This design comes from an exercise in tuning for small area, a short achievable clock period and few clock cycles per item on the open sky130 flow, not from production work. Only simulation tests tie the RTL to the original design; equivalence was not proved. Power is estimated from default activity; no workload was simulated.

<file path="design/flow/config.mk">
export PLATFORM = sky130hd
export DESIGN_NAME = aud_ima_adpcm_stream_decoder_unit
export DESIGN_NICKNAME = aud_ima_adpcm_stream_decoder_unit
export VERILOG_FILES = /design/flow/design.v
export SDC_FILE = /design/flow/constraint.sdc
export NUM_CORES = 4
export LEC_CHECK = 0
export CAP_MARGIN = 20
export CORE_MARGIN = 2
export CORE_UTILIZATION = 40
export SETUP_SLACK_MARGIN = 5
export SLEW_MARGIN = 20
export TNS_END_PERCENT = 5
</file>
<file path="design/flow/flow/run.sh">
#!/bin/bash
# The standard layout, with: timing repair aiming for 7.75 ns of setup slack at
# the design's clock period; every port buffered with buf_2 (the standard
# flow's choice is a delay buffer); clock tree synthesis without dummy loads.
# config.mk's settings otherwise. ORFS's per-step logs stay under orfs/logs;
# make's own output goes to make_finish.log.
set -euo pipefail
bash standard.sh SETUP_SLACK_MARGIN=7.75 \
  BUFFER_PORTS_ARGS="-buffer_cell sky130_fd_sc_hd__buf_2" \
  CTS_ARGS="-sink_clustering_enable -repair_clock_nets -dont_use_dummy_load" \
  finish > make_finish.log 2>&1
</file>
<file path="design/flow/standard.sh">
#!/bin/bash
# synth_recipe.tcl (not shown) runs the flow's synth.tcl, then flattens the netlist and writes it again
# the make line also repeats each setting of config.mk as NAME=value (left out here)
make -C /OpenROAD-flow-scripts/flow DESIGN_CONFIG=/design/flow/config.mk WORK_HOME=/design/flow/orfs CLKGATE_MAP_FILE= SYNTH_SCRIPT=/design/flow/synth_recipe.tcl "${@:-finish}"
</file>
<file path="design/flow/design.v">
`default_nettype none
package aima_pkg;
  localparam logic [1:0] MODE_FILE_HDR  = 2'd0;
  localparam logic [1:0] MODE_CHUNK_HDR = 2'd1;
  localparam logic [1:0] MODE_DATA      = 2'd2;
  localparam logic [1:0] MODE_SCAN      = 2'd3;
  localparam logic [6:0] MAX_INDEX = 7'd88;
  function automatic logic [14:0] step_lookup(input logic [6:0] idx);
    logic [14:0] s;
    case (idx)
      7'd0: s = 15'd7;       7'd1: s = 15'd8;       7'd2: s = 15'd9;
      7'd3: s = 15'd10;      7'd4: s = 15'd11;      7'd5: s = 15'd12;
      7'd6: s = 15'd13;      7'd7: s = 15'd14;      7'd8: s = 15'd16;
      7'd9: s = 15'd17;      7'd10: s = 15'd19;     7'd11: s = 15'd21;
      7'd12: s = 15'd23;     7'd13: s = 15'd25;     7'd14: s = 15'd28;
      7'd15: s = 15'd31;     7'd16: s = 15'd34;     7'd17: s = 15'd37;
      7'd18: s = 15'd41;     7'd19: s = 15'd45;     7'd20: s = 15'd50;
      7'd21: s = 15'd55;     7'd22: s = 15'd60;     7'd23: s = 15'd66;
      7'd24: s = 15'd73;     7'd25: s = 15'd80;     7'd26: s = 15'd88;
      7'd27: s = 15'd97;     7'd28: s = 15'd107;    7'd29: s = 15'd118;
      7'd30: s = 15'd130;    7'd31: s = 15'd143;    7'd32: s = 15'd157;
      7'd33: s = 15'd173;    7'd34: s = 15'd190;    7'd35: s = 15'd209;
      7'd36: s = 15'd230;    7'd37: s = 15'd253;    7'd38: s = 15'd279;
      7'd39: s = 15'd307;    7'd40: s = 15'd337;    7'd41: s = 15'd371;
      7'd42: s = 15'd408;    7'd43: s = 15'd449;    7'd44: s = 15'd494;
      7'd45: s = 15'd544;    7'd46: s = 15'd598;    7'd47: s = 15'd658;
      7'd48: s = 15'd724;    7'd49: s = 15'd796;    7'd50: s = 15'd876;
      7'd51: s = 15'd963;    7'd52: s = 15'd1060;   7'd53: s = 15'd1166;
      7'd54: s = 15'd1282;   7'd55: s = 15'd1411;   7'd56: s = 15'd1552;
      7'd57: s = 15'd1707;   7'd58: s = 15'd1878;   7'd59: s = 15'd2066;
      7'd60: s = 15'd2272;   7'd61: s = 15'd2499;   7'd62: s = 15'd2749;
      7'd63: s = 15'd3024;   7'd64: s = 15'd3327;   7'd65: s = 15'd3660;
      7'd66: s = 15'd4026;   7'd67: s = 15'd4428;   7'd68: s = 15'd4871;
      7'd69: s = 15'd5358;   7'd70: s = 15'd5894;   7'd71: s = 15'd6484;
      7'd72: s = 15'd7132;   7'd73: s = 15'd7845;   7'd74: s = 15'd8630;
      7'd75: s = 15'd9493;   7'd76: s = 15'd10442;  7'd77: s = 15'd11487;
      7'd78: s = 15'd12635;  7'd79: s = 15'd13899;  7'd80: s = 15'd15289;
      7'd81: s = 15'd16818;  7'd82: s = 15'd18500;  7'd83: s = 15'd20350;
      7'd84: s = 15'd22385;  7'd85: s = 15'd24623;  7'd86: s = 15'd27086;
      7'd87: s = 15'd29794;  7'd88: s = 15'd32767;
      default: s = 15'd32767;
    endcase
    step_lookup = s;
  endfunction
  function automatic logic signed [4:0] index_adjust(input logic [2:0] mag);
    logic signed [4:0] a;
    case (mag)
      3'd4: a = 5'sd2;
      3'd5: a = 5'sd4;
      3'd6: a = 5'sd6;
      3'd7: a = 5'sd8;
      default: a = -5'sd1;
    endcase
    index_adjust = a;
  endfunction
endpackage
`default_nettype wire
`default_nettype none
module aima_datapath (
  input  wire logic               clk,
  input  wire logic               rst,
  input  wire logic               adv,        
  input  wire logic               push,       
  input  wire logic [7:0]         push_byte,
  input  wire logic               push_last,  
  input  wire logic               emit,       
  input  wire logic               ld_idx,     
  input  wire logic               ld_pred,    
  input  wire logic [15:0]        pred_in,
  input  wire logic [7:0]         byte_in,
  output logic                    room,       
  output logic                    busy,       
  output logic                    out_valid,
  output logic                    out_last,
  output logic signed [15:0]      pred
);
  logic        v1, qv1, qv2;
  logic [4:0]  e1, q1, q2;
  logic [6:0]  idx;
  logic        v2, l2, s2;
  logic [16:0] da, db;
  logic        pop;
  logic [4:0]  lo, hi;
  logic [3:0]  n1;
  logic [14:0] step;
  logic        sg;
  logic [16:0] t0, t1, t2, t3, x, y, a, b;
  logic [16:0] p, fs, fc, sum;
  logic [17:0] sum2;
  logic [6:0]  idx_n;
  logic signed [7:0] idx_sum;
  logic signed [4:0] adj;
  logic [15:0] pred_n;
  assign room = !qv1;
  assign busy = v1 || v2 || out_valid;
  assign pop  = adv && v1;
  assign lo   = {1'b0, push_byte[3:0]};
  assign hi   = {push_last, push_byte[7:4]};
  assign n1   = e1[3:0];
  aima_step_rom u_rom (.idx(idx), .step(step));
  always_comb begin
    sg = n1[3];
    t0 = {5'd0, step[14:3]} ^ {17{sg}};
    t1 = (n1[0] ? {4'd0, step[14:2]} : 17'd0) ^ {17{sg}};
    t2 = (n1[1] ? {3'd0, step[14:1]} : 17'd0) ^ {17{sg}};
    t3 = (n1[2] ? {2'd0, step} : 17'd0) ^ {17{sg}};
    x = t0 ^ t1 ^ t2;
    y = {(t0[15:0] & t1[15:0]) | (t0[15:0] & t2[15:0]) | (t1[15:0] & t2[15:0]), sg};
    a = x ^ y ^ t3;
    b = {(x[15:0] & y[15:0]) | (x[15:0] & t3[15:0]) | (y[15:0] & t3[15:0]), sg};
  end
  always_comb begin
    p   = {pred[15], pred};
    fs  = p ^ da ^ db;
    fc  = {(p[15:0] & da[15:0]) | (p[15:0] & db[15:0]) | (da[15:0] & db[15:0]), s2};
    sum2 = {fs, 1'b1} + {fc, s2};
    sum  = sum2[17:1];
    if (sum[16] != sum[15]) pred_n = s2 ? 16'h8000 : 16'h7FFF;
    else                    pred_n = sum[15:0];
  end
  always_comb begin
    adj = aima_pkg::index_adjust(n1[2:0]);
    idx_sum = $signed({1'b0, idx}) + 8'(adj);
    if (idx_sum < 8'sd0)                                     idx_n = 7'd0;
    else if (idx_sum > $signed({1'b0, aima_pkg::MAX_INDEX})) idx_n = aima_pkg::MAX_INDEX;
    else                                                     idx_n = idx_sum[6:0];
  end
  always_ff @(posedge clk) begin
    if (rst) begin
      v1 <= 1'b0; qv1 <= 1'b0; qv2 <= 1'b0;
    end else if (push) begin
      v1 <= 1'b1; qv1 <= 1'b1; qv2 <= v1 && !pop;
    end else if (pop) begin
      v1 <= qv1; qv1 <= qv2; qv2 <= 1'b0;
    end
  end
  always_ff @(posedge clk) begin
    if (push) begin
      if (!v1 || pop) begin
        e1 <= lo; q1 <= hi;
      end else begin
        q1 <= lo; q2 <= hi;
      end
    end else if (pop) begin
      e1 <= q1; q1 <= q2;
    end
  end
  always_ff @(posedge clk) begin
    if (rst) begin
      v2 <= 1'b0; out_valid <= 1'b0;
    end else if (adv) begin
      v2 <= v1; out_valid <= v2 || emit;
    end
  end
  always_ff @(posedge clk) begin
    if (adv) begin
      da <= a;
      db <= b;
      s2 <= n1[3];
      l2 <= e1[4];
      if (emit)    out_last <= 1'b1;
      else if (v2) out_last <= l2;
    end
    if (adv && v2) pred <= pred_n;
    else if (ld_pred) pred <= pred_in;
    if (ld_idx) idx <= (byte_in > {1'b0, aima_pkg::MAX_INDEX}) ? aima_pkg::MAX_INDEX
                                                               : byte_in[6:0];
    else if (pop) idx <= idx_n;
  end
endmodule
`default_nettype wire
module aima_step_rom(idx, step);
  input [6:0] idx;
  wire [6:0] idx;
  output [14:0] step;
  wire [14:0] step;
  wire _000_;
  wire _001_;
  wire _002_;
  wire _003_;
  wire _004_;
  wire _005_;
  wire _006_;
  wire _007_;
  wire _008_;
  wire _009_;
  wire _010_;
  wire _011_;
  wire _012_;
  wire _013_;
  wire _014_;
  wire _015_;
  wire _016_;
  wire _017_;
  wire _018_;
  wire _019_;
  wire _020_;
  wire _021_;
  wire _022_;
  wire _023_;
  wire _024_;
  wire _025_;
  wire _026_;
  wire _027_;
  wire _028_;
  wire _029_;
  wire _030_;
  wire _031_;
  wire _032_;
  wire _033_;
  wire _034_;
  wire _035_;
  wire _036_;
  wire _037_;
  wire _038_;
  wire _039_;
  wire _040_;
  wire _041_;
  wire _042_;
  wire _043_;
  wire _044_;
  wire _045_;
  wire _046_;
  wire _047_;
  wire _048_;
  wire _049_;
  wire _050_;
  wire _051_;
  wire _052_;
  wire _053_;
  wire _054_;
  wire _055_;
  wire _056_;
  wire _057_;
  wire _058_;
  wire _059_;
  wire _060_;
  wire _061_;
  wire _062_;
  wire _063_;
  wire _064_;
  wire _065_;
  wire _066_;
  wire _067_;
  wire _068_;
  wire _069_;
  wire _070_;
  wire _071_;
  wire _072_;
  wire _073_;
  wire _074_;
  wire _075_;
  wire _076_;
  wire _077_;
  wire _078_;
  wire _079_;
  wire _080_;
  wire _081_;
  wire _082_;
  wire _083_;
  wire _084_;
  wire _085_;
  wire _086_;
  wire _087_;
  wire _088_;
  wire _089_;
  wire _090_;
  wire _091_;
  wire _092_;
  wire _093_;
  wire _094_;
  wire _095_;
  wire _096_;
  wire _097_;
  wire _098_;
  wire _099_;
  wire _100_;
  wire _101_;
  wire _102_;
  wire _103_;
  wire _104_;
  wire _105_;
  wire _106_;
  wire _107_;
  wire _108_;
  wire _109_;
  wire _110_;
  wire _111_;
  wire _112_;
  wire _113_;
  wire _114_;
  wire _115_;
  wire _116_;
  wire _117_;
  wire _118_;
  wire _119_;
  wire _120_;
  wire _121_;
  wire _122_;
  wire _123_;
  wire _124_;
  wire _125_;
  wire _126_;
  wire _127_;
  wire _128_;
  wire _129_;
  wire _130_;
  wire _131_;
  wire _132_;
  wire _133_;
  wire _134_;
  wire _135_;
  wire _136_;
  wire _137_;
  wire _138_;
  wire _139_;
  wire _140_;
  wire _141_;
  wire _142_;
  wire _143_;
  wire _144_;
  wire _145_;
  wire _146_;
  wire _147_;
  wire _148_;
  wire _149_;
  wire _150_;
  wire _151_;
  wire _152_;
  wire _153_;
  wire _154_;
  wire _155_;
  wire _156_;
  wire _157_;
  wire _158_;
  wire _159_;
  wire _160_;
  wire _161_;
  wire _162_;
  wire _163_;
  wire _164_;
  wire _165_;
  wire _166_;
  wire _167_;
  wire _168_;
  wire _169_;
  wire _170_;
  wire _171_;
  wire _172_;
  wire _173_;
  wire _174_;
  wire _175_;
  wire _176_;
  wire _177_;
  wire _178_;
  wire _179_;
  wire _180_;
  wire _181_;
  wire _182_;
  wire _183_;
  wire _184_;
  wire _185_;
  wire _186_;
  wire _187_;
  wire _188_;
  wire _189_;
  wire _190_;
  wire _191_;
  wire _192_;
  wire _193_;
  wire _194_;
  wire _195_;
  wire _196_;
  wire _197_;
  wire _198_;
  wire _199_;
  wire _200_;
  wire _201_;
  wire _202_;
  wire _203_;
  wire _204_;
  wire _205_;
  wire _206_;
  wire _207_;
  wire _208_;
  wire _209_;
  wire _210_;
  wire _211_;
  wire _212_;
  wire _213_;
  wire _214_;
  wire _215_;
  wire _216_;
  wire _217_;
  wire _218_;
  wire _219_;
  wire _220_;
  wire _221_;
  wire _222_;
  wire _223_;
  wire _224_;
  wire _225_;
  wire _226_;
  wire _227_;
  wire _228_;
  wire _229_;
  wire _230_;
  wire _231_;
  wire _232_;
  wire _233_;
  wire _234_;
  wire _235_;
  wire _236_;
  wire _237_;
  wire _238_;
  wire _239_;
  wire _240_;
  wire _241_;
  wire _242_;
  wire _243_;
  wire _244_;
  wire _245_;
  wire _246_;
  wire _247_;
  wire _248_;
  wire _249_;
  wire _250_;
  wire _251_;
  wire _252_;
  wire _253_;
  wire _254_;
  wire _255_;
  wire _256_;
  wire _257_;
  wire _258_;
  wire _259_;
  wire _260_;
  wire _261_;
  wire _262_;
  wire _263_;
  wire _264_;
  wire _265_;
  wire _266_;
  wire _267_;
  wire _268_;
  wire _269_;
  assign _124_ = idx[3] | ~(idx[2]);
  assign _135_ = idx[3] & ~(idx[2]);
  assign _145_ = idx[0] | idx[1];
  assign _156_ = _135_ | ~(_145_);
  assign _167_ = _124_ & _156_;
  assign _177_ = ~(idx[0] & idx[2]);
  assign _188_ = idx[1] & idx[2];
  assign _198_ = idx[2] & _145_;
  assign _205_ = _167_ | _198_;
  assign _206_ = ~(idx[1] | idx[2]);
  assign _207_ = ~_206_;
  assign _208_ = idx[3] & ~(_206_);
  assign _209_ = idx[4] | _208_;
  assign _210_ = idx[6] & _209_;
  assign step[13] = _205_ & _210_;
  assign _211_ = ~(idx[3] | _206_);
  assign _212_ = idx[0] & idx[1];
  assign _213_ = ~_212_;
  assign _214_ = idx[0] | idx[2];
  assign _215_ = idx[2] ? idx[1] : _213_;
  assign _216_ = ~(idx[3] & _215_);
  assign _217_ = idx[3] ? _215_ : _207_;
  assign _218_ = idx[0] | ~(idx[1]);
  assign _219_ = idx[2] | _218_;
  assign _220_ = _217_ & _219_;
  assign _221_ = idx[4] | _220_;
  assign _222_ = ~(idx[2] & _212_);
  assign _223_ = idx[4] & _222_;
  assign _224_ = idx[4] & ~(idx[3]);
  assign _225_ = _145_ & _224_;
  assign _226_ = ~(_222_ & _225_);
  assign _227_ = idx[6] & _226_;
  assign step[12] = _221_ & _227_;
  assign _228_ = ~(_177_ & _214_);
  assign _229_ = ~(_211_ & _228_);
  assign _230_ = ~(idx[1] & _229_);
  assign _231_ = idx[6] & ~(idx[4]);
  assign _232_ = idx[1] | _124_;
  assign _233_ = _231_ & _232_;
  assign _234_ = ~(_230_ & _233_);
  assign _235_ = idx[5] & ~(idx[6]);
  assign _236_ = idx[4] & _235_;
  assign _237_ = _208_ & _214_;
  assign _238_ = ~(_236_ & _237_);
  assign _239_ = idx[4] & idx[6];
  assign _240_ = idx[1] | ~(_214_);
  assign _241_ = idx[1] | ~(idx[0]);
  assign _242_ = idx[2] | ~(_241_);
  assign _243_ = _177_ & _240_;
  assign _244_ = idx[3] | _243_;
  assign _245_ = ~(_239_ & _244_);
  assign _246_ = _234_ & _245_;
  assign step[11] = ~(_238_ & _246_);
  assign _247_ = idx[2] & ~(_145_);
  assign _248_ = idx[3] | _212_;
  assign _249_ = _247_ | _248_;
  assign _250_ = idx[0] & idx[3];
  assign _251_ = idx[4] | _250_;
  assign _252_ = idx[6] & _251_;
  assign _253_ = idx[3] | idx[2];
  assign _254_ = idx[4] & _253_;
  assign _255_ = _235_ & _254_;
  assign _256_ = _255_ & ~(_237_);
  assign _257_ = _249_ ? _252_ : _231_;
  assign step[10] = _256_ | _257_;
  assign _258_ = idx[0] | idx[3];
  assign _259_ = idx[3] | _218_;
  assign _260_ = ~(idx[2] & _241_);
  assign _261_ = ~(_259_ & _260_);
  assign _262_ = ~(idx[2] & _250_);
  assign _263_ = idx[3] | ~(_177_);
  assign _264_ = ~(_262_ & _263_);
  assign _265_ = _261_ & _264_;
  assign _266_ = _206_ & _258_;
  assign _267_ = idx[4] | _266_;
  assign _268_ = _265_ | _267_;
  assign _269_ = idx[2] | ~(_212_);
  assign _000_ = _145_ & _269_;
  assign _001_ = ~(_225_ & _269_);
  assign _002_ = idx[6] & _001_;
  assign _003_ = ~(_268_ & _002_);
  assign _004_ = ~(_216_ & _254_);
  assign _005_ = idx[3] & _198_;
  assign _006_ = idx[4] | _005_;
  assign _007_ = _235_ & _006_;
  assign _008_ = ~(_004_ & _007_);
  assign step[9] = ~(_003_ & _008_);
  assign _009_ = ~(_208_ & _228_);
  assign _010_ = idx[1] & _214_;
  assign _011_ = ~(idx[1] & _214_);
  assign _012_ = ~(_224_ & _010_);
  assign _013_ = ~(idx[3] | _188_);
  assign _014_ = ~(_145_ & _013_);
  assign _015_ = idx[4] & _014_;
  assign _016_ = _254_ | _015_;
  assign _017_ = _012_ & _016_;
  assign _018_ = ~(_009_ & _017_);
  assign _019_ = _235_ & ~(_013_);
  assign _020_ = _019_ & ~(_005_);
  assign _021_ = _236_ | _020_;
  assign _022_ = ~(_018_ & _021_);
  assign _023_ = ~(_229_ & _239_);
  assign _024_ = idx[3] | _265_;
  assign _025_ = ~(idx[1] | _024_);
  assign _026_ = _243_ | ~(idx[3]);
  assign _027_ = ~(_231_ & _026_);
  assign _028_ = _025_ | _027_;
  assign _029_ = _023_ & _028_;
  assign step[8] = ~(_022_ & _029_);
  assign _030_ = _145_ | _253_;
  assign _031_ = _258_ ? idx[2] : _206_;
  assign _032_ = idx[0] | ~(_188_);
  assign _033_ = idx[3] & _241_;
  assign _034_ = ~(_032_ & _033_);
  assign _035_ = ~(_248_ & _034_);
  assign _036_ = ~(_236_ & _035_);
  assign _037_ = _031_ | _036_;
  assign _038_ = ~(idx[3] & _011_);
  assign _039_ = ~(_228_ & _013_);
  assign _040_ = _231_ & _039_;
  assign _041_ = ~(_038_ & _040_);
  assign _042_ = ~(_218_ & _241_);
  assign _043_ = ~(idx[2] & _042_);
  assign _044_ = ~(_208_ & _043_);
  assign _045_ = _019_ & ~(idx[4]);
  assign _046_ = ~(_044_ & _045_);
  assign _047_ = ~(idx[5] | idx[6]);
  assign _048_ = idx[3] & idx[4];
  assign _049_ = ~(_188_ & _048_);
  assign _050_ = ~(_047_ & _049_);
  assign _051_ = idx[6] & _224_;
  assign _052_ = _207_ & _051_;
  assign _053_ = ~(_032_ & _052_);
  assign _054_ = _050_ & _053_;
  assign _055_ = _041_ & _054_;
  assign _056_ = _037_ & _055_;
  assign step[7] = _046_ & _056_;
  assign _057_ = ~(idx[1] & _264_);
  assign _058_ = _248_ & _032_;
  assign _059_ = _057_ & _058_;
  assign _060_ = idx[5] | _059_;
  assign _061_ = idx[5] & _009_;
  assign _062_ = idx[4] | _061_;
  assign _063_ = _060_ & _062_;
  assign _064_ = idx[6] | _063_;
  assign _065_ = _177_ & _048_;
  assign _066_ = ~(idx[0] | _188_);
  assign _067_ = ~(_207_ & _066_);
  assign _068_ = ~(_065_ & _067_);
  assign _069_ = ~(_224_ & _242_);
  assign _070_ = ~(idx[3] | idx[4]);
  assign _071_ = ~(_215_ & _070_);
  assign _072_ = _069_ & _071_;
  assign _073_ = ~(_068_ & _072_);
  assign _074_ = ~(_235_ & _073_);
  assign _075_ = idx[2] | ~(_145_);
  assign _076_ = ~(idx[3] & _075_);
  assign _077_ = _231_ & _076_;
  assign _078_ = ~(_024_ & _077_);
  assign _079_ = ~(_239_ & _025_);
  assign _080_ = _078_ & _079_;
  assign _081_ = _064_ & _080_;
  assign step[6] = _074_ & _081_;
  assign _082_ = _135_ & ~(_241_);
  assign _083_ = _261_ | _082_;
  assign _084_ = _223_ & _012_;
  assign _085_ = ~(_083_ & _084_);
  assign _086_ = _229_ & _240_;
  assign _087_ = idx[4] | _086_;
  assign _088_ = _235_ & _085_;
  assign _089_ = ~(_087_ & _088_);
  assign _090_ = ~(_216_ & _223_);
  assign _091_ = ~(_047_ & _090_);
  assign _092_ = _218_ | ~(_051_);
  assign _093_ = ~(_135_ & _042_);
  assign _094_ = ~(_040_ & _093_);
  assign _095_ = _092_ & _094_;
  assign _096_ = _091_ & _095_;
  assign step[5] = _089_ & _096_;
  assign _097_ = ~(_000_ & _052_);
  assign _098_ = idx[4] | ~(idx[3]);
  assign _099_ = _098_ | ~(_215_);
  assign _100_ = idx[1] | _228_;
  assign _101_ = ~(_070_ & _100_);
  assign _102_ = ~(_240_ & _048_);
  assign _103_ = ~(_206_ & _224_);
  assign _104_ = _235_ & _103_;
  assign _105_ = _102_ & _104_;
  assign _106_ = _101_ & _105_;
  assign _107_ = ~(_099_ & _106_);
  assign _108_ = _097_ & _107_;
  assign _109_ = _145_ & _011_;
  assign _110_ = _258_ & ~(_109_);
  assign _111_ = _110_ | ~(_254_);
  assign _112_ = _047_ & _098_;
  assign _113_ = ~(_111_ & _112_);
  assign _114_ = ~(idx[0] & _038_);
  assign _115_ = ~(_228_ & _114_);
  assign _116_ = idx[1] & ~(_264_);
  assign _117_ = _231_ & ~(_116_);
  assign _118_ = ~(_115_ & _117_);
  assign _119_ = _113_ & _118_;
  assign step[4] = _108_ & _119_;
  assign _120_ = _098_ | ~(_067_);
  assign _121_ = idx[4] | _214_;
  assign _122_ = ~(idx[3] | _109_);
  assign _123_ = ~(_121_ & _122_);
  assign _125_ = ~(_120_ & _123_);
  assign _126_ = ~(_235_ & _125_);
  assign _127_ = ~(idx[3] & _066_);
  assign _128_ = ~(_057_ & _127_);
  assign _129_ = ~(idx[4] & _128_);
  assign _130_ = idx[4] | _167_;
  assign _131_ = _047_ & _130_;
  assign _132_ = ~(_129_ & _131_);
  assign _133_ = ~(_262_ & _034_);
  assign _134_ = ~(_236_ & _133_);
  assign _136_ = idx[3] | ~(_260_);
  assign _137_ = ~(_077_ & _136_);
  assign _138_ = ~(_043_ & _051_);
  assign _139_ = _086_ | _138_;
  assign _140_ = _134_ & _139_;
  assign _141_ = _137_ & _140_;
  assign _142_ = _126_ & _141_;
  assign step[3] = _132_ & _142_;
  assign _143_ = _114_ | ~(_253_);
  assign _144_ = ~(idx[4] | _247_);
  assign _146_ = ~(_058_ & _144_);
  assign _147_ = _130_ & _146_;
  assign _148_ = ~(_188_ | _147_);
  assign _149_ = ~(_143_ & _148_);
  assign _150_ = _222_ & ~(_066_);
  assign _151_ = _150_ | ~(_224_);
  assign _152_ = ~(idx[5] | _065_);
  assign _153_ = _151_ & _152_;
  assign _154_ = ~(_149_ & _153_);
  assign _155_ = ~(_218_ & _048_);
  assign _157_ = idx[5] & _155_;
  assign _158_ = _012_ & _157_;
  assign _159_ = _146_ & _158_;
  assign _160_ = ~(idx[6] | _159_);
  assign _161_ = ~(_154_ & _160_);
  assign _162_ = idx[1] | ~(_177_);
  assign _163_ = ~(_222_ & _162_);
  assign _164_ = ~(_051_ & _163_);
  assign _165_ = _231_ & _261_;
  assign _166_ = _165_ & ~(_122_);
  assign _168_ = _164_ & ~(_166_);
  assign step[2] = _161_ & _168_;
  assign _169_ = idx[3] ? idx[2] : _218_;
  assign _170_ = ~(_016_ & _169_);
  assign _171_ = ~(_135_ & _218_);
  assign _172_ = _135_ ? _218_ : _042_;
  assign _173_ = idx[4] | _172_;
  assign _174_ = _047_ & _173_;
  assign _175_ = ~(_170_ & _174_);
  assign _176_ = _212_ | _253_;
  assign _178_ = _145_ & _049_;
  assign _179_ = ~(_176_ & _178_);
  assign _180_ = ~(_236_ & _179_);
  assign _181_ = ~(_051_ & _066_);
  assign _182_ = _180_ & _181_;
  assign _183_ = ~(idx[3] & _171_);
  assign _184_ = _233_ & _258_;
  assign _185_ = ~(_183_ & _184_);
  assign _186_ = _235_ & ~(idx[4]);
  assign _187_ = _083_ | ~(_186_);
  assign _189_ = _185_ & _187_;
  assign _190_ = _182_ & _189_;
  assign step[1] = _175_ & _190_;
  assign _191_ = idx[3] & ~(_042_);
  assign _192_ = _191_ | ~(_015_);
  assign _193_ = _258_ & ~(_251_);
  assign _194_ = ~(_067_ & _193_);
  assign _195_ = ~(_192_ & _194_);
  assign _196_ = ~(_047_ & _195_);
  assign _197_ = idx[3] ? _066_ : _145_;
  assign _199_ = ~(idx[6] & _197_);
  assign _200_ = _017_ | _199_;
  assign _201_ = ~(_067_ & _183_);
  assign _202_ = ~(_186_ & _201_);
  assign _203_ = _036_ & _202_;
  assign _204_ = _196_ & _203_;
  assign step[0] = _200_ & _204_;
  assign step[14] = _239_ & _030_;
endmodule
`default_nettype none
module aima_control (
  input  wire logic               clk,
  input  wire logic               rst,
  input  wire logic               in_valid,
  output logic                    in_ready,
  input  wire logic [7:0]         in_byte,
  input  wire logic               in_end,
  input  wire logic               room,
  input  wire logic               busy,
  output logic [15:0]             rate,
  output logic                    push,
  output logic [7:0]              push_byte,
  output logic                    push_last,
  output logic                    emit,
  output logic                    ld_idx,
  output logic                    ld_pred,
  output logic [7:0]              hbyte,
  output logic [15:0]             hpair       
);
  logic [3:0][7:0] h;        
  logic        bv;           
  logic        blast;        
  logic [15:0] cand;         
  logic [1:0]  mode;
  logic [3:0]  bpos;
  logic [15:0] left;
  logic [4:1]  mh;           
  logic        rpl;          
  logic [1:0]  rp;           
  logic        take, act, match, prior, dec_byte, hdr;
  logic [2:0]  k;            
  logic [7:0]  rb;           
  logic        last_byte;
  logic        bv_n, rpl_n, uncond_n;
  logic [1:0]  mode_n;
  logic [3:0]  bpos_n;
  logic [4:1]  mh_n;
  assign take  = in_valid && in_ready;
  assign match = h[3] == 8'hAF && h[2] == 8'hDE && h[1] == 8'h00 && h[0] == 8'h00;
  assign prior = |mh;
  always_comb begin
    if (mh[1])      k = 3'd1;
    else if (mh[2]) k = 3'd2;
    else if (mh[3]) k = 3'd3;
    else            k = 3'd4;
  end
  assign rb    = h[rp];
  assign hbyte = h[0];
  assign hpair = {h[0], h[1]};
  assign hdr   = mode == aima_pkg::MODE_FILE_HDR;
  always_comb begin
    unique case (mode)
      aima_pkg::MODE_FILE_HDR: act = bv && (bpos != 4'd3 || !busy);
      aima_pkg::MODE_DATA:     act = bv && room && !rpl;
      default:                 act = bv;
    endcase
  end
  assign dec_byte  = room && (rpl || (act && mode == aima_pkg::MODE_DATA));
  assign push      = dec_byte;
  assign push_byte = rb;
  assign push_last = last_byte;
  assign last_byte = (left == 16'd1) || !rpl || rp == 2'd0;
  assign ld_idx  = act && hdr && bpos == 4'd8;
  assign ld_pred = act && hdr && bpos == 4'd7;
  assign emit    = act && hdr && bpos == 4'd11;
  always_comb begin
    mode_n = mode;
    bpos_n = bpos;
    rpl_n  = rpl;
    mh_n   = mh;
    if (act) begin
      mh_n = {mh[3:1], match};
      unique case (mode)
        aima_pkg::MODE_FILE_HDR: begin
          if (bpos == 4'd11) begin
            mode_n = aima_pkg::MODE_CHUNK_HDR; bpos_n = 4'd0;
          end else bpos_n = bpos + 4'd1;
        end
        aima_pkg::MODE_CHUNK_HDR: begin
          bpos_n = bpos + 4'd1;
          if (bpos == 4'd7) begin
            bpos_n = 4'd0;
            if (match) mode_n = (cand != 16'd0) ? aima_pkg::MODE_DATA : aima_pkg::MODE_CHUNK_HDR;
            else if (prior) begin
              if (left == 16'd0) bpos_n = {1'b0, k};
              else rpl_n = 1'b1;
            end else mode_n = aima_pkg::MODE_SCAN;
          end
        end
        aima_pkg::MODE_SCAN: begin
          if (match) begin
            mode_n = (cand != 16'd0) ? aima_pkg::MODE_DATA : aima_pkg::MODE_CHUNK_HDR;
            bpos_n = 4'd0;
          end
        end
        default: begin   
          if (left == 16'd1) begin
            mode_n = aima_pkg::MODE_CHUNK_HDR; bpos_n = 4'd0;
          end
        end
      endcase
      if (blast && !rpl_n) begin
        mode_n = aima_pkg::MODE_FILE_HDR; bpos_n = 4'd0;
      end
    end
    if (rpl && dec_byte && last_byte) begin
      rpl_n  = 1'b0;
      mode_n = (left != 16'd1) ? aima_pkg::MODE_DATA : aima_pkg::MODE_CHUNK_HDR;
      bpos_n = (left != 16'd1) ? 4'd0 : {2'b00, rp};
      if (blast) begin
        mode_n = aima_pkg::MODE_FILE_HDR; bpos_n = 4'd0;
      end
    end
  end
  always_comb begin
    bv_n = take || (bv && !act);
    unique case (mode_n)
      aima_pkg::MODE_FILE_HDR:  uncond_n = bpos_n != 4'd3;
      aima_pkg::MODE_CHUNK_HDR: uncond_n = !(bpos_n == 4'd7 && (|mh_n));
      aima_pkg::MODE_SCAN:      uncond_n = 1'b1;
      default:                  uncond_n = 1'b0;
    endcase
  end
  always_ff @(posedge clk) begin
    if (rst) begin
      mode     <= aima_pkg::MODE_FILE_HDR;
      bpos     <= 4'd0;
      bv       <= 1'b0;
      rpl      <= 1'b0;
      rp       <= 2'd0;
      in_ready <= 1'b1;
    end else begin
      mode     <= mode_n;
      bpos     <= bpos_n;
      bv       <= bv_n;
      rpl      <= rpl_n;
      in_ready <= !rpl_n && (!bv_n || uncond_n);
      if (act && mode == aima_pkg::MODE_CHUNK_HDR && bpos == 4'd7 && !match && prior &&
          left != 16'd0)
        rp <= k[1:0] - 2'd1;
      else if (rpl && dec_byte)
        rp <= last_byte ? 2'd0 : rp - 2'd1;
    end
  end
  always_ff @(posedge clk) begin
    if (take) begin
      h     <= {h[2:0], in_byte};
      blast <= in_end;
      if (in_byte == 8'hAF) cand <= {h[2], h[3]};
    end
    if (act) mh <= mh_n[4:1];
    if (act && hdr && bpos == 4'd3) rate <= {h[2], h[3]};
    if (act && (mode == aima_pkg::MODE_CHUNK_HDR || mode == aima_pkg::MODE_SCAN) && match)
      left <= cand;
    else if (dec_byte) left <= left - 16'd1;
  end
endmodule
`default_nettype wire
`default_nettype none
module aud_ima_adpcm_stream_decoder_unit (
  input  wire logic        clk,
  input  wire logic        rst,
  input  wire logic        s_axis_tvalid,
  output logic             s_axis_tready,
  input  wire logic [7:0]  s_axis_tdata,    
  input  wire logic        s_axis_tlast,    
  output logic             m_axis_tvalid,
  input  wire logic        m_axis_tready,
  output logic [31:0]      m_axis_tdata,    
  output logic             m_axis_tlast     
);
  logic        adv, room, busy, push, push_last, emit, ld_idx, ld_pred;
  logic [7:0]  push_byte, hbyte;
  logic [15:0] hpair;
  logic [15:0] rate;
  logic signed [15:0] pred;
  assign adv = !m_axis_tvalid || m_axis_tready;
  aima_control u_ctrl (
    .clk(clk), .rst(rst),
    .in_valid(s_axis_tvalid), .in_ready(s_axis_tready),
    .in_byte(s_axis_tdata), .in_end(s_axis_tlast),
    .room(room), .busy(busy), .rate(rate),
    .push(push), .push_byte(push_byte), .push_last(push_last), .emit(emit),
    .ld_idx(ld_idx), .ld_pred(ld_pred), .hbyte(hbyte), .hpair(hpair)
  );
  aima_datapath u_dp (
    .clk(clk), .rst(rst), .adv(adv), .push(push), .push_byte(push_byte),
    .push_last(push_last), .emit(emit), .ld_idx(ld_idx), .ld_pred(ld_pred),
    .pred_in(hpair), .byte_in(hbyte), .room(room), .busy(busy),
    .out_valid(m_axis_tvalid), .out_last(m_axis_tlast), .pred(pred)
  );
  assign m_axis_tdata = {rate, pred};
endmodule
`default_nettype wire
</file>
<file path="design/flow/constraint.sdc">
create_clock -name core_clock -period 11.0 [get_ports {clk}]
set_input_delay 2.2000 -clock core_clock [delete_from_list [all_inputs] [get_ports {clk}]]
set_output_delay 2.2000 -clock core_clock [all_outputs]
set_load 0.01 [all_outputs]
</file>
==> flow_summary.ini, run 1 <==
[run_status]
status = complete, no violations

[routing]
wl_per_cell_um = 20.65
via_per_inst = 5.904
num_vias = 8573
drtAntennaViolNets = 0
first_pass_iters = 5
drc = 0
drt_iter0_drc = 1042
wirelength_mm = 29.99

[clock_network]
insertion_delay_ps = 430
cts_root_buffer = clkbuf_16
cts_buffer_depth = 2
numClockSinks = 172
htreeDepth = 4
hold_buffers = 0
clk_pin_slew_ps = 70
cts_tree = done
cts_buffers = 17

[grt]
antenna_found_initial = 0
track_usage = 0.2098
grt_max_degree = 54
grt_pass1_vias = 8021
grt-ovfl-total = 0
grt_pass1_wl_mm = 46.44

[worst_setup_path]
worstSetupStartpointType = register
critPathMaxFanout = 6
timing.rr.start = u_dp.db[1]$_DFFE_PP_
cpLargestDelayFamily = compound AO/OA/AOI/OAI gates
critPathBufInv = 1
path_depth = 12
worstSetupPathType = register to register
r2r_cells = 12
crit_chain = fa_1 -> ha_4 -> buf_6 -> o21a_1 -> o31ai_4 -> o2111a_2 -> nor2_4 -> a211o_1 -> a21oi_2 -> xnor3_2 -> and2_4 -> a221o_2
cp_data_arrival_time_ps = 3810
cp_slowest_cell = fa_1
cp-end-kind = register
crit_required_ps = 11150
rr_endpoint = u_dp.pred[2]$_DFFE_PP_
crit_path_end = u_dp.pred[2]$_DFFE_PP_
slowest_delay_ps = 610
crit_start = u_dp.db[1]$_DFFE_PP_
reg2reg_setup_slack_ps = 7350

[logic_synthesis]
synth_fp_nets = 1137
synth-main-ff-cell = edfxtp_1
synth_edf_count = 156
syn-cell-area_um2 = 11030
postSynthAreaPerCell_um2 = 10.58
yosysWarningCount = 2
synthCells = 1043
synth_cell_types = 83
seq_area_frac_synth = 0.4536
ys_seq_elements = 172
postSynth.asyncResetShare = 0

[placed_design]
place.gp.congestion = 0.9350
hpwl_mm = 20.94
pre_cts_ws_ps = 6472
portBuffers = 47
place_area_um2 = 11590

[pwr]
finalPower_mw = 1.244
p_per_area_nw_per_um2 = 97.33
total_leakage_power_nw = 4.677
peakVddDrop_mv = 0.1160

[final_layout]
layout_common_cells = edfxtp_1, nand2_1, a21oi_1
fin_area_um2 = 12780
drive_above_1_share = 0.1899
fillers = 2461
finalNetCount = 1207
diodes = 0
area_growth_pct = 15.84
layout_commonest_cell = edfxtp_1

[die]
num_rows = 60
die_height_um = 170.1
io_pins = 48
die_w_um = 170.1
coreArea_um2 = 27030
die-area_um2 = 28930
start_util = 0.4083

[sta]
max_slew_margin = 0.4102
slew_violations = 0
clock_skew_ps = 25.23
setup_tns_ps = 0
finalCriticalPeriod_ps = 3654
rsz0062_at_grt = true
finalCritPeriodShare = 0.3322
fmax_ghz = 0.2737
timing.final.ws_setup_ps = 7346
setup_viol = 0
worstMarginPinSlew_ps = 884.7
hold_violations = 0

[worst_hold_path]
min_from = u_dp.e1[4]$_SDFFCE_PN0P_
hold_path.class = register to register

[run]
maxCapViolCount = 0
worst min path at each step:
stage | end | slack (ps) | cells past startpoint
global placement | u_dp.l2$_DFFE_PP_ | 430 | 0
detailed placement | u_dp.l2$_DFFE_PP_ | 430 | 0
finish | u_dp.l2$_DFFE_PP_ | 450 | 0
floorplan | u_dp.l2$_DFFE_PP_ | 400 | 0
global route | u_dp.l2$_DFFE_PP_ | 470 | 0
CTS | u_dp.l2$_DFFE_PP_ | 450 | 0
synth_stat cells, types with 16 or more instances:
cell,instances,area [um2]
a21o_1,19,142.6
a21oi_1,93,465.5
clkbuf_1,45,168.9
dfxtp_1,16,320.3
edfxtp_1,156,4684
fa_1,42,840.8
ha_1,39,488.0
inv_1,42,157.7
nand2_1,113,424.2
nand3_1,21,105.1
nor2_1,85,319.1
nor3_1,29,145.1
o21ai_0,49,245.2
xnor2_1,49,429.2
xor2_1,20,175.2
repair_timing:
action | in CTS | in global routing
buffers inserted | 38 | 4
resized for setup | 85 | 9
gates cloned | 3 | 0
endpoints found under the setup margin | 125 | 124
pin swaps | 38 | 4
layer usage:
layer  wire length, um  part of all wire  track usage
met1             13920              0.46       0.3090
met2             13470              0.45       0.3181
met3              1933             0.064      0.03488
met4               657             0.022      0.06169
met5                 0                 0            0
metrics by stage:
| step | hold WS (ps) | std cells | util |
|---|---|---|---|
| after detailed placement | 431.4 | 1390 | 0.4288 |
| after floorplan | 400.3 | 1043 | - |
| after CTS | 448.8 | 1448 | 0.4699 |
| final | 450.8 | 1452 | 0.4730 |
| after global placement | 425.9 | 1390 | 0.4288 |
| after global routing | 465.3 | 1452 | 0.4730 |
area by class of cell:
class                           instances  area, um2  share of cell area
Clock buffer                           17      425.4             0.03328
Inverter                               45      191.4             0.01498
Multi-Input combinational cell        777       6020              0.4709
Timing Repair inverter                  1      5.005           0.0003915
Sequential cell                       172       5005              0.3915
Tap cell                              341      426.7             0.03338
Timing Repair Buffer                   99      709.4             0.05550
cell families (layout without fill, tap and decap cells):
| kind of cell | count (synthesis) | in the layout | synth area share |
|---|---|---|---|
| AND/OR/NAND/NOR | 329 | 330 | 0.1428 |
| flip-flops | 172 | 172 | 0.4536 |
| multiplexers | 18 | 18 | 0.02699 |
| buffers and inverters | 95 | 162 | 0.03311 |
| adder cells (fa/ha/maj) | 82 | 82 | 0.1213 |
| XOR/XNOR | 70 | 70 | 0.05692 |
| AO/OA/AOI/OAI | 277 | 277 | 0.1653 |
power by group:
part	switching, mW	internal [mW]	total (mW)	leakage (nW)
Sequential	0.0134	0.719	0.732	1.61
Combinational	0.0157	0.0118	0.0275	2.86
Clock	0.216	0.268	0.484	0.209
worst register-to-register path: stages, from the launching register on:
cell and delay [ps]:
edfxtp_1 460, fa_1 610, ha_4 220, buf_6 110, o21a_1 200, o31ai_4 80, o2111a_2 290, nor2_4 60
a211o_1 290, a21oi_2 190, xnor3_2 340, and2_4 220, a221o_2 320
registers in the layout, summed over array words and instances, names as in the netlist, 2 cells and up:
| signal | count |
|---|---|
| u_ctrl.rate | 16 |
| u_dp.q2 | 5 |
| u_ctrl.bpos | 4 |
| u_ctrl.h | 32 |
| u_ctrl.mh | 4 |
| u_ctrl.left | 16 |
| u_ctrl.cand | 16 |
| u_dp.pred | 16 |
| u_dp.da | 15 |
| u_dp.q1 | 5 |
| u_dp.db | 16 |
| u_dp.e1 | 5 |
| u_ctrl.mode | 2 |
| u_dp.idx | 7 |
| u_ctrl.rp | 2 |
Testbench counts, summed over its fixed seeds: cycles 33,056, samples 31,880.
==> inputs of run 2 (changes only) <==
==> design/flow/flow/run.sh (replaced) <==
#!/bin/bash
# The standard layout, with: timing repair aiming for 7.5 ns of setup slack at
# the design's clock period; every port buffered with buf_2 (the standard
# flow's choice is a delay buffer); clock tree synthesis without dummy loads.
# config.mk's settings otherwise. ORFS's per-step logs stay under orfs/logs;
# make's own output goes to make_finish.log.
set -euo pipefail
bash standard.sh SETUP_SLACK_MARGIN=7.5 \
  BUFFER_PORTS_ARGS="-buffer_cell sky130_fd_sc_hd__buf_2" \
  CTS_ARGS="-sink_clustering_enable -repair_clock_nets -dont_use_dummy_load" \
  finish > make_finish.log 2>&1
--- a/design/flow/config.mk
+++ b/design/flow/config.mk
@@ -7,7 +7,7 @@
 export LEC_CHECK = 0
 export CAP_MARGIN = 20
 export CORE_MARGIN = 2
-export CORE_UTILIZATION = 40
+export CORE_UTILIZATION = 55
 export SETUP_SLACK_MARGIN = 5
 export SLEW_MARGIN = 20
 export TNS_END_PERCENT = 5
==> run 2 against run 1 <==
- still clean
- synthesized area is the same
- global-route usage rose by 5.8 points
- synthesized cell count stayed put
- combinational power decreased by 3%
- final cell count fell by 5.4%
- sequential power about the same
- final area down 1.1%
- setup slack improved by 45 ps
- critical path depth fell by 1
- sequential share of layout area up 0.43 points
- first-iteration DRC count decreased by 22%
- critical endpoint is now u_dp.pred[0]$_DFFE_PP_
==> flow_summary.ini, run 2 <==
[run_status]
status = complete, no violations

[placed_design]
hpwl_mm = 20.13
place.gp.congestion = 0.9519
place_area_um2 = 11490
dpl.cell_count = 1314
pre_cts_ws_ps = 6437
portBuffers = 47

[worst_setup_path]
crit_required_ps = 11180
reg2reg_setup_slack_ps = 7390
r2r_cells = 11
worstSetupPathType = register to register
cp-end-kind = register
worstSetupStartpointType = register
crit_path_end = u_dp.pred[0]$_DFFE_PP_
cp_data_arrival_time_ps = 3790
crit_start = u_dp.db[2]$_DFFE_PP_
critPathMaxFanout = 6
rr_endpoint = u_dp.pred[0]$_DFFE_PP_
timing.rr.start = u_dp.db[2]$_DFFE_PP_

[clock_network]
cts_buffers = 17
insertion_delay_ps = 430
cts_root_buffer = clkbuf_16
cts_buffer_depth = 2
cts_tree = done
clk_pin_slew_ps = 60
htreeDepth = 4
numClockSinks = 172

[routing]
via_per_inst = 6.172
wirelength_mm = 28.79
drtAntennaViolNets = 0
drt_iter0_drc = 809
drc = 0
first_pass_iters = 5
wl_per_cell_um = 20.97
num_vias = 8474

[pwr]
p_per_area_nw_per_um2 = 98.21
finalPower_mw = 1.242
total_leakage_power_nw = 4.642
peakVddDrop_mv = 0.1060

[sta]
worstMarginPinSlew_ps = 884.6
slew_violations = 0
max_slew_margin = 0.4070
rsz0062_at_grt = true
finalCriticalPeriod_ps = 3609
fmax_ghz = 0.2771
setup_tns_ps = 0
hold_violations = 0
timing.final.ws_setup_ps = 7391
clock_skew_ps = 30.72
setup_viol = 0
finalCritPeriodShare = 0.3281

[logic_synthesis]
postSynthAreaPerCell_um2 = 10.58
yosysMostFrequentCell = edfxtp_1
synth.largest_area_cell = edfxtp_1
yosysWarningCount = 2
seq_area_frac_synth = 0.4536
synth_top_area_share = 0.4245
synth_fp_nets = 1137
ys_seq_elements = 172
postSynth.asyncResetShare = 0
synth-main-ff-cell = edfxtp_1
ys_top_cells_by_count = edfxtp_1, nand2_1, a21oi_1
synth_edf_count = 156
synthCells = 1043
synthTopCellsByArea = edfxtp_1, fa_1, ha_1
syn-cell-area_um2 = 11030
synth_cell_types = 83

[die]
num_rows = 51
coreArea_um2 = 19590
die-area_um2 = 21210
die_height_um = 145.6
start_util = 0.5633
die_w_um = 145.6
io_pins = 48

[grt]
track_usage = 0.2676
grt-ovfl-total = 0
antenna_found_initial = 0
grt_pass1_vias = 7787
grt_pass1_wl_mm = 44.17
grt_max_degree = 54

[worst_hold_path]
hold_path.class = register to register

[final_layout]
layout_common_cells = edfxtp_1, nand2_1, a21oi_1
largest_register_ffs = 32
fin_area_um2 = 12640
drive_above_1_share = 0.1886
stdcell_count = 1373
diodes = 0
finalNetCount = 1204
layout_commonest_cell = edfxtp_1
area_growth_pct = 14.57
largest-register = u_ctrl.h

[run]
maxCapViolCount = 0
-- run 2: layout make-up --
type | instances | area [um2]
Timing Repair Buffer | 96 | 674.4
Fill cell | 1627 | 6948
Timing Repair inverter | 1 | 5.005
Clock buffer | 17 | 425.4
Multi-Input combinational cell | 777 | 6008
Tap cell | 265 | 331.6
Sequential cell | 172 | 5005
Inverter | 45 | 192.7
-- run 2: report_power, final --
part | internal (mW) | switching, mW | total [mW] | leakage [nW]
Clock | 0.268 | 0.215 | 0.483 | 0.209
Sequential | 0.719 | 0.0133 | 0.732 | 1.61
Combinational | 0.0118 | 0.0149 | 0.0267 | 2.82
-- run 2: per-stage QoR --
| stage | utilization | hold slack [ps] |
|---|---|---|
| final | 0.6453 | 408.6 |
| after global routing | 0.6453 | 421.6 |
| after CTS | 0.6276 | 409.8 |
| after detailed placement | 0.5867 | 415.3 |
| after global placement | 0.5867 | 407.7 |
| after floorplan | - | 400.3 |
-- run 2: repair_timing --
action,in CTS,in global routing
endpoints found under the setup margin,79,68
buffers inserted,20,18
pin swaps,15,23
resized for setup,45,38
endpoints found under the hold margin,0,0
cloned,2,2
hold buffers,0,0
-- run 2: worst min path at each step --
stage | depth (start not counted) | to | from
after floorplan | 0 | u_dp.l2$_DFFE_PP_ | u_dp.e1[4]$_SDFFCE_PN0P_
after global placement | 0 | u_dp.l2$_DFFE_PP_ | u_dp.e1[4]$_SDFFCE_PN0P_
after detailed placement | 0 | u_dp.l2$_DFFE_PP_ | u_dp.e1[4]$_SDFFCE_PN0P_
after CTS | 0 | u_dp.l2$_DFFE_PP_ | u_dp.e1[4]$_SDFFCE_PN0P_
after global routing | 0 | u_dp.l2$_DFFE_PP_ | u_dp.e1[4]$_SDFFCE_PN0P_
final | 0 | u_dp.l2$_DFFE_PP_ | u_dp.e1[4]$_SDFFCE_PN0P_
-- run 2: critical path, cell delays in order, from the launching register on --
cell      delay [ps]
edfxtp_1         460
fa_1             540
ha_4             310
o211ai_1         170
a21oi_4          260
o311ai_4         110
o21ai_2          190
a21o_1           140
a21o_1           130
xnor3_2          510
and2_4           230
a221o_2          330
-- run 2: kinds of logic after synthesis --
kind of cell             synth area share
AND/OR/NAND/NOR                    0.1428
AO/OA/AOI/OAI                      0.1653
adder cells (fa/ha/maj)            0.1213
flip-flops                         0.4536
buffers and inverters             0.03311
XOR/XNOR                          0.05692
multiplexers                      0.02699
-- run 2: layer usage --
layer | share of wire | track usage | vias up
met1 | 0.46 | 0.4041 | 4063
met2 | 0.43 | 0.3900 | 394
met3 | 0.085 | 0.05705 | 49
met4 | 0.026 | 0.08186 | 0
li1 | - | - | 3968
met5 | 0 | 0 | -
==> inputs of run 3 (changes only) <==
--- a/design/flow/config.mk
+++ b/design/flow/config.mk
@@ -7,7 +7,7 @@
 export LEC_CHECK = 0
 export CAP_MARGIN = 20
 export CORE_MARGIN = 2
-export CORE_UTILIZATION = 55
+export CORE_UTILIZATION = 40
 export SETUP_SLACK_MARGIN = 5
 export SLEW_MARGIN = 20
 export TNS_END_PERCENT = 5
==> run 3 against run 2 <==
- worst hold slack better by 41 ps
- final cell count up 4.5%
- via count down 0.20%
- sequential cell count unchanged
- combinational power up 3%
- non-clock buffer count down 14
- utilization down 18 points
- fmax down 0.23%
- synthesized cell count unchanged
- first-iteration DRC count up 22%
- highest routed layer unchanged
==> flow_summary.ini, run 3 <==
[routing]
first_pass_iters = 6
drc = 0
num_vias = 8457
wl_per_cell_um = 20.63
drt_iter0_drc = 989
via_per_inst = 5.893
drtAntennaViolNets = 0
wirelength_mm = 29.61

[logic_synthesis]
synth_top_area_share = 0.4245
synth_fp_nets = 1137
seq_area_frac_synth = 0.4536
yosysWarningCount = 2
syn-cell-area_um2 = 11030
synth_edf_count = 156
postSynthAreaPerCell_um2 = 10.58
synthCells = 1043
ys_top_cells_by_count = edfxtp_1, nand2_1, a21oi_1
ys_seq_elements = 172
synthTopCellsByArea = edfxtp_1, fa_1, ha_1
yosysMostFrequentCell = edfxtp_1
postSynth.asyncResetShare = 0
synth_cell_types = 83
synth-main-ff-cell = edfxtp_1
synth.largest_area_cell = edfxtp_1

[worst_setup_path]
worstSetupStartpointType = register
reg2reg_setup_slack_ps = 7380
critPathMaxFanout = 6
critPathBufInv = 0
slowest_delay_ps = 540
cp_slowest_cell = fa_1
cp-end-kind = register
crit_chain = fa_1 -> ha_2 -> and2_1 -> o2111ai_2 -> o2111a_2 -> nor2_2 -> a211o_1 -> a21oi_2 -> xnor3_2 -> and2_4 -> a221o_2
crit_required_ps = 11150
cpLargestDelayFamily = compound AO/OA/AOI/OAI gates
cp_data_arrival_time_ps = 3770
worstSetupPathType = register to register
rr_endpoint = u_dp.pred[2]$_DFFE_PP_
timing.rr.start = u_dp.db[3]$_DFFE_PP_
r2r_cells = 11

[final_layout]
fin_area_um2 = 12510
largest-register = u_ctrl.h
finalNetCount = 1190
fillers = 2503
diodes = 0
register_area_um2 = 5005
multi_input_area_um2 = 5903
largest_register_ffs = 32
layout_commonest_cell = edfxtp_1
drive_above_1_share = 0.1664
area_growth_pct = 13.39
layout_common_cells = edfxtp_1, nand2_1, a21oi_1

[grt]
grt_max_degree = 54
grt_pass1_vias = 7866
antenna_found_initial = 0
track_usage = 0.2063
grt-ovfl-total = 0
grt_pass1_wl_mm = 45.70

[clock_network]
hold_buffers = 0
cts_tree = done
htreeDepth = 4
cts_buffer_depth = 2
insertion_delay_ps = 430
cts_buffers = 17
cts_root_buffer = clkbuf_16
clk_pin_slew_ps = 70
numClockSinks = 172

[run_status]
status = complete, no violations

[die]
die_height_um = 170.1
die_w_um = 170.1
coreArea_um2 = 27030
die-area_um2 = 28930
num_rows = 60
io_pins = 48
start_util = 0.4083

[sta]
finalCriticalPeriod_ps = 3618
max_slew_margin = 0.4183
rsz0062_at_grt = true
setup_viol = 0
holdWs_ps = 449.2
slew_violations = 0
fmax_ghz = 0.2764
worstMarginPinSlew_ps = 872.6
hold_violations = 0
clock_skew_ps = 26.14
finalCritPeriodShare = 0.3289
setup_tns_ps = 0

[pwr]
peakVddDrop_mv = 0.1159
finalPower_mw = 1.243
p_per_area_nw_per_um2 = 99.32
total_leakage_power_nw = 4.556

[placed_design]
hpwl_mm = 20.94
portBuffers = 47
place.gp.congestion = 0.9350
place_area_um2 = 11590

[worst_hold_path]
worstHoldEndpoint = u_dp.l2$_DFFE_PP_
min_from = u_dp.e1[4]$_SDFFCE_PN0P_
hold_path.class = register to register
hold_depth = 0

[run]
maxCapViolCount = 0
run 3: worst max path at each step:
stage,from,end,slack (ps),cells past startpoint
4_1_cts,u_dp.db[2]$_DFFE_PP_,u_dp.pred[2]$_DFFE_PP_,7170,11
3_3_place_gp,m_axis_tready,u_dp.pred[2]$_DFFE_PP_,6510,6
5_1_grt,u_dp.da[0]$_DFFE_PP_,u_dp.pred[2]$_DFFE_PP_,7260,12
3_5_place_dp,m_axis_tready,u_dp.pred[2]$_DFFE_PP_,6470,6
2_1_floorplan,m_axis_tready,u_dp.pred[12]$_DFFE_PP_,6930,7
6_report,u_dp.db[3]$_DFFE_PP_,u_dp.pred[2]$_DFFE_PP_,7380,11
run 3: report_power, final:
group          internal [mW]  switching (mW)
clock network          0.268           0.215
registers              0.719          0.0133
logic                 0.0118          0.0157
run 3: layout make-up:
| cell class | instances | area share |
|---|---|---|
| sequential | 172 | 0.4000 |
| multi-input combinational | 777 | 0.4718 |
| tap | 341 | 0.03410 |
| inverter | 45 | 0.01530 |
| clock buffer | 17 | 0.03400 |
| timing repair buffer | 82 | 0.04440 |
| timing repair inverter | 1 | 0.0004000 |
run 3: layer usage:
layer | part of all wire | track usage | wire, um
met1 | 0.47 | 0.3085 | 13820
met4 | 0.016 | 0.05760 | 460
met3 | 0.068 | 0.03140 | 2001
met2 | 0.45 | 0.3109 | 13320
met5 | 0 | 0 | 0
run 3: per-stage QoR:
step                      setup WS, ps  cells    util
after floorplan                   6934   1043       -
after global placement            6513   1390  0.4288
after detailed placement          6472   1390  0.4288
after CTS                         7166   1423  0.4562
after global routing              7259   1435  0.4630
final                             7382   1435  0.4630
run 3: cells by family (layout without fill, tap and decap cells):
family / Yosys count / in the layout / synth area share
XOR/XNOR: 70 / 70 / 0.05692
adder cells (fa/ha/maj): 82 / 82 / 0.1213
AO/OA/AOI/OAI: 277 / 277 / 0.1653
buffers and inverters: 95 / 145 / 0.03311
flip-flops: 172 / 172 / 0.4536
multiplexers: 18 / 18 / 0.02699
AND/OR/NAND/NOR: 329 / 330 / 0.1428
run 3: timing repair:
| item | 4_1_cts | 5_1_grt |
|---|---|---|
| gates cloned | 2 | 1 |
| buffers inserted | 14 | 11 |
| endpoints found under the setup margin | 95 | 95 |
| pin swaps | 7 | 12 |
| resized for setup | 42 | 21 |
==> inputs of run 4 (changes only) <==
==> design/flow/flow/run.sh (replaced) <==
#!/bin/bash
# The standard layout, with: timing repair aiming for 7.5 ns of setup slack at
# the design's clock period; every port buffered with buf_2 (the standard
# flow's choice is a delay buffer); clock tree synthesis with clkbuf_8 and without dummy loads.
# config.mk's settings otherwise. ORFS's per-step logs stay under orfs/logs;
# make's own output goes to make_finish.log.
set -euo pipefail
bash standard.sh SETUP_SLACK_MARGIN=7.5 \
  BUFFER_PORTS_ARGS="-buffer_cell sky130_fd_sc_hd__buf_2" \
  CTS_ARGS="-sink_clustering_enable -repair_clock_nets -dont_use_dummy_load -buf_list sky130_fd_sc_hd__clkbuf_8" \
  finish > make_finish.log 2>&1
==> run 4 against run 3 <==
- synthesized cell count stayed put
- worst hold slack better by 4.2 ps
- final cell count is 0.14% higher
- still clean on timing, DRC and antenna
==> flow_summary.ini, run 4 <==
[sta]
fmax_ghz = 0.2742
finalCriticalPeriod_ps = 3647
worstMarginPinSlew_ps = 838.5
clock_skew_ps = 40.93
rsz0062_at_grt = true
max_slew_margin = 0.4410
hold_violations = 0
setup_viol = 0
finalCritPeriodShare = 0.3316
holdWs_ps = 453.4
setup_tns_ps = 0
slew_violations = 0

[logic_synthesis]
yosysMostFrequentCell = edfxtp_1
synth.largest_area_cell = edfxtp_1
synthAdderAreaFrac = 0.1213
synth_simple_gate_area_frac = 0.1428
seq_area_frac_synth = 0.4536
syn-cell-area_um2 = 11030
synth_top_family_by_area = compound AO/OA/AOI/OAI gates
synth-main-ff-cell = edfxtp_1
synth_fp_nets = 1137
synthTopCellsByArea = edfxtp_1, fa_1, ha_1
yosysWarningCount = 2
synth_edf_count = 156
synth_top_area_share = 0.4245
postSynth.asyncResetShare = 0
synth_xor_xnor_area_share = 0.05692
synth-compound-area-share = 0.1653
synth_mux_area_frac = 0.02699
ys_seq_elements = 172
ys_top_cells_by_count = edfxtp_1, nand2_1, a21oi_1
postSynthAreaPerCell_um2 = 10.58
synthCells = 1043
synth_cell_types = 83

[clock_network]
hold_buffers = 0
numClockSinks = 172
clk_pin_slew_ps = 100
cts_tree = done
insertion_delay_ps = 470
htreeDepth = 4
cts_buffers = 17
cts_root_buffer = clkbuf_8
cts_buffer_depth = 2

[routing]
wirelength_mm = 29.64
via_per_inst = 5.905
drc = 0
drt_iter0_drc = 933
first_pass_iters = 8
num_vias = 8485
wl_per_cell_um = 20.63
drtAntennaViolNets = 0

[placed_design]
portBuffers = 47
hpwl_mm = 20.94
place.gp.congestion = 0.9350

[run]
maxCapViolCount = 0

[worst_hold_path]
hold_path.class = register to register
min_from = u_dp.e1[4]$_SDFFCE_PN0P_

[die]
num_rows = 60
start_util = 0.4083
io_pins = 48
die-area_um2 = 28930
coreArea_um2 = 27030
die_height_um = 170.1
die_w_um = 170.1

[worst_setup_path]
cpMostUsedCell = a21o_1
crit_required_ps = 11180
cp-end-kind = register
cp_slowest_cell = fa_1
cp_data_arrival_time_ps = 3830
crit_chain = fa_1 -> ha_4 -> o211ai_1 -> a21oi_2 -> o311ai_4 -> o21ai_2 -> a21o_1 -> a21o_1 -> xnor3_2 -> and2_4 -> a221o_2
crit_start = u_dp.db[1]$_DFFE_PP_
critPathMaxFanout = 6
timing.rr.start = u_dp.db[1]$_DFFE_PP_
worstSetupStartpointType = register
slowest_delay_ps = 610
reg2reg_setup_slack_ps = 7350
cpLargestDelayFamily = compound AO/OA/AOI/OAI gates
critPathBufInv = 0
worstSetupPathType = register to register

[pwr]
total_leakage_power_nw = 4.481
p_per_area_nw_per_um2 = 88.63
peakVddDrop_mv = 0.07561

[grt]
grt_pass1_vias = 7844
grt_max_degree = 54
track_usage = 0.2045
grt_pass1_wl_mm = 45.42
grt-ovfl-total = 0
antenna_found_initial = 0

[final_layout]
layout_common_cells = edfxtp_1, nand2_1, a21oi_1
finalNetCount = 1192
register_area_um2 = 5005
multi_input_area_um2 = 5908
largest_register_ffs = 32
drive_above_1_share = 0.1670
layout_commonest_cell = edfxtp_1
largest-register = u_ctrl.h
diodes = 0
area_growth_pct = 11.84
fillers = 2524

[run_status]
status = complete, no violations
## run 4: cell counts after synthesis
No cell type changed its count.
## run 4: layout make-up
class / count / share of cell area
inverters: 45 / 0.01551
multi-input cells: 777 / 0.4788
repair inverters: 1 / 0.0004056
repair buffers: 84 / 0.04623
well taps: 341 / 0.03457
clock buffers: 17 / 0.01896
flip-flops and latches: 172 / 0.4056
## run 4: per-layer routing
metal  up-vias  wire length, um  part of all wire  track usage
li1       3939                -                 -            -
met1      4123            13960              0.47       0.3069
met2       378            13110              0.44       0.3074
met3        45             1956             0.066      0.02488
met4         0              610             0.021      0.06652
met5         -                0                 0            0
## run 4: logic make-up (layout without fill, tap and decap cells)
family          after synthesis  in the layout
xor+xnor                     70             70
simple gates                329            330
mux                          18             18
buf+inv                      95            147
flops                       172            172
fa+ha+maj                    82             82
compound gates              277            277
## run 4: stage by stage
step / setup slack [ps] / power (mW) / area [um2] / instances / utilization
after floorplan: 6934 / 0.7562 / 11050 / 1043 / -
after global placement: 6513 / 0.7725 / 11590 / 1390 / 0.4288
after detailed placement: 6472 / 0.7728 / 11590 / 1390 / 0.4288
after CTS: 7159 / 1.099 / 12140 / 1424 / 0.4493
after global routing: 7234 / 1.122 / 12340 / 1437 / 0.4566
final: 7353 / 1.094 / 12340 / 1437 / 0.4566
## run 4: where the power goes
part           switching (mW)  leakage, nW  internal, mW
Clock                   0.198        0.122         0.137
Combinational          0.0157         2.75        0.0118
Sequential             0.0135         1.61         0.718
## run 4: path summary, 6_finish.rpt
check                           depth (start not counted)                     end
worst max-delay path                                   11  u_dp.pred[2]$_DFFE_PP_
worst max register to register                         11  u_dp.pred[2]$_DFFE_PP_
worst min register to register                          0       u_dp.l2$_DFFE_PP_
worst min-delay path                                    0       u_dp.l2$_DFFE_PP_
## run 4: timing repair
item                                    4_1_cts  5_1_grt
cloned                                        2        1
gates resized for setup                      41       22
buffers inserted                             15       12
pin swaps                                     7       11
endpoints found under the setup margin       96       93
## run 4: worst register-to-register path, stage by stage (launching register included)
cell and delay (ps):
edfxtp_1 470, fa_1 620, ha_4 220, o211ai_1 160
a21oi_2 140, o311ai_4 320, o21ai_2 120, a21o_1 160
a21o_1 180, xnor3_2 450, and2_4 220, a221o_2 320
==> inputs of run 5 (changes only) <==
==> design/flow/flow/run.sh (replaced) <==
#!/bin/bash
# The standard layout, with: timing repair aiming for 7.5 ns of setup slack at
# the design's clock period; every port buffered with buf_1 (the standard
# flow's choice is a delay buffer); clock tree synthesis with clkbuf_8 and without dummy loads.
# config.mk's settings otherwise. ORFS's per-step logs stay under orfs/logs;
# make's own output goes to make_finish.log.
set -euo pipefail
bash standard.sh SETUP_SLACK_MARGIN=7.5 \
  BUFFER_PORTS_ARGS="-buffer_cell sky130_fd_sc_hd__buf_1" \
  CTS_ARGS="-sink_clustering_enable -repair_clock_nets -dont_use_dummy_load -buf_list sky130_fd_sc_hd__clkbuf_8" \
  finish > make_finish.log 2>&1
==> run 5 against run 4 <==
- critical endpoint unchanged
- highest routed layer unchanged
- via count rose by 0.18%
- clock power barely moved
- die area did not move
- register-to-register slack got worse by 30 ps
- power fell by 0.17%
- clock-buffer cell count did not move
- combinational power fell by 1%
- first-iteration DRC count rose by 12%
- sequential cell count did not move
- global-route usage fell by 0.090 points
==> flow_summary.ini, run 5 <==
[routing]
num_vias = 8500
drtAntennaViolNets = 0
drc = 0
via_per_inst = 5.886
drt_iter0_drc = 1049
wirelength_mm = 29.28

[final_layout]
multi_input_area_um2 = 5917
stdcell_count = 1444
fillers = 2512
largest_register_ffs = 32

[worst_setup_path]
cp_data_arrival_time_ps = 3850
worstSetupPathType = register to register
timing.rr.start = u_dp.db[2]$_DFFE_PP_
cp-end-kind = register
rr_endpoint = u_dp.pred[2]$_DFFE_PP_
critPathMaxFanout = 6
r2r_cells = 11

[worst_hold_path]
worstHoldEndpoint = u_dp.l2$_DFFE_PP_
hold_path.class = register to register

[logic_synthesis]
synthTopCellsByArea = edfxtp_1, fa_1, ha_1
postSynthAreaPerCell_um2 = 10.58
syn-cell-area_um2 = 11030
ys_top_cells_by_count = edfxtp_1, nand2_1, a21oi_1
synth_top_area_share = 0.4245
synth.largest_area_cell = edfxtp_1

[die]
die-area_um2 = 28930
io_pins = 48
start_util = 0.4083

[sta]
finalCritPeriodShare = 0.3340
slew_violations = 0
setup_viol = 0
finalCriticalPeriod_ps = 3675
rsz0062_at_grt = true
clock_skew_ps = 40.60
worstMarginPinSlew_ps = 914.2

[clock_network]
clk_pin_slew_ps = 90
cts_root_buffer = clkbuf_8
cts_buffers = 17
cts_buffer_depth = 2
insertion_delay_ps = 460

[pwr]
total_leakage_power_nw = 4.405
finalPower_mw = 1.092

[grt]
track_usage = 0.2036
grt_pass1_vias = 7985

[run]
maxCapViolCount = 0

[run_status]
status = complete, no violations

[placed_design]
place.gp.congestion = 0.9848
portBuffers = 47
dpl.cell_count = 1391
[run 5: logic make-up after synthesis]
| kind of cell | count (synthesis) | synth area share |
|---|---|---|
| simple gates | 329 | 0.1428 |
| compound gates | 277 | 0.1653 |
| flops | 172 | 0.4536 |
| buf+inv | 95 | 0.03311 |
| fa+ha+maj | 82 | 0.1213 |
| xor+xnor | 70 | 0.05692 |
| mux | 18 | 0.02699 |
[run 5: cell type report]
type / instances / area share
timing repair buffer: 91 / 0.04785
clock buffer: 17 / 0.01892
inverter: 45 / 0.01528
tap: 341 / 0.03450
sequential: 172 / 0.4047
timing repair inverter: 1 / 0.0004047
multi-input combinational: 777 / 0.4784
[run 5: worst max path at each step]
stage | from | endpoint | slack, ps | cells after the start
6_report | u_dp.db[2]$_DFFE_PP_ | u_dp.pred[2]$_DFFE_PP_ | 7330 | 11
5_1_grt | u_dp.db[2]$_DFFE_PP_ | u_dp.pred[2]$_DFFE_PP_ | 7250 | 11
4_1_cts | u_dp.db[2]$_DFFE_PP_ | u_dp.pred[2]$_DFFE_PP_ | 7310 | 11
3_5_place_dp | m_axis_tready | u_dp.pred[2]$_DFFE_PP_ | 6440 | 6
3_3_place_gp | m_axis_tready | u_dp.pred[2]$_DFFE_PP_ | 6460 | 6
2_1_floorplan | m_axis_tready | u_dp.pred[12]$_DFFE_PP_ | 6930 | 7
[run 5: metrics by stage]
step	hold WS [ps]	cell area (um2)	worst slack (ps)
2_1_floorplan	400.3	11050	6934
3_3_place_gp	403.2	11540	6457
3_5_place_dp	425.7	11540	6435
4_1_cts	447.7	12080	7314
5_1_grt	460.9	12370	7250
6_report	453.5	12370	7325
[run 5: repair_timing]
| item | CTS | global route |
|---|---|---|
| endpoints found under the hold margin | 0 | 0 |
| gates cloned | 2 | 2 |
| buffers inserted | 12 | 20 |
| pin swaps | 12 | 12 |
| endpoints found under the setup margin | 79 | 54 |
| resized for setup | 40 | 25 |
[run 5: critical path, stage by stage (launching register included)]
cell	delay [ps]
edfxtp_1	470
fa_1	610
ha_4	220
o211ai_1	140
a21oi_2	150
o311ai_4	350
o21ai_2	120
a21o_1	160
a21o_1	180
xnor3_2	450
and2_4	220
a221o_2	330
[run 5: where the power goes]
part | leakage (nW) | internal, mW | switching, mW | total [mW]
registers | 1.61 | 0.718 | 0.0132 | 0.731
clock network | 0.122 | 0.137 | 0.197 | 0.334
logic | 2.67 | 0.0112 | 0.0159 | 0.0271
total | 4.41 | 0.866 | 0.226 | 1.09
[run 5: layer usage]
| metal | share of wire | routed length [um] | track usage |
|---|---|---|---|
| met2 | 0.46 | 13340 | 0.3171 |
| met5 | 0 | 0 | 0 |
| met4 | 0.020 | 597 | 0.06169 |
| met1 | 0.46 | 13470 | 0.2966 |
| met3 | 0.064 | 1874 | 0.02674 |

Check on run 5: ideal ports give 7.325 ns setup slack; a clkbuf_16 on the clock port and buf_2 on the inputs give 7.325 ns; moving port delays by the midpoint clock arrival (0.482 ns) as well gives 7.048 ns.
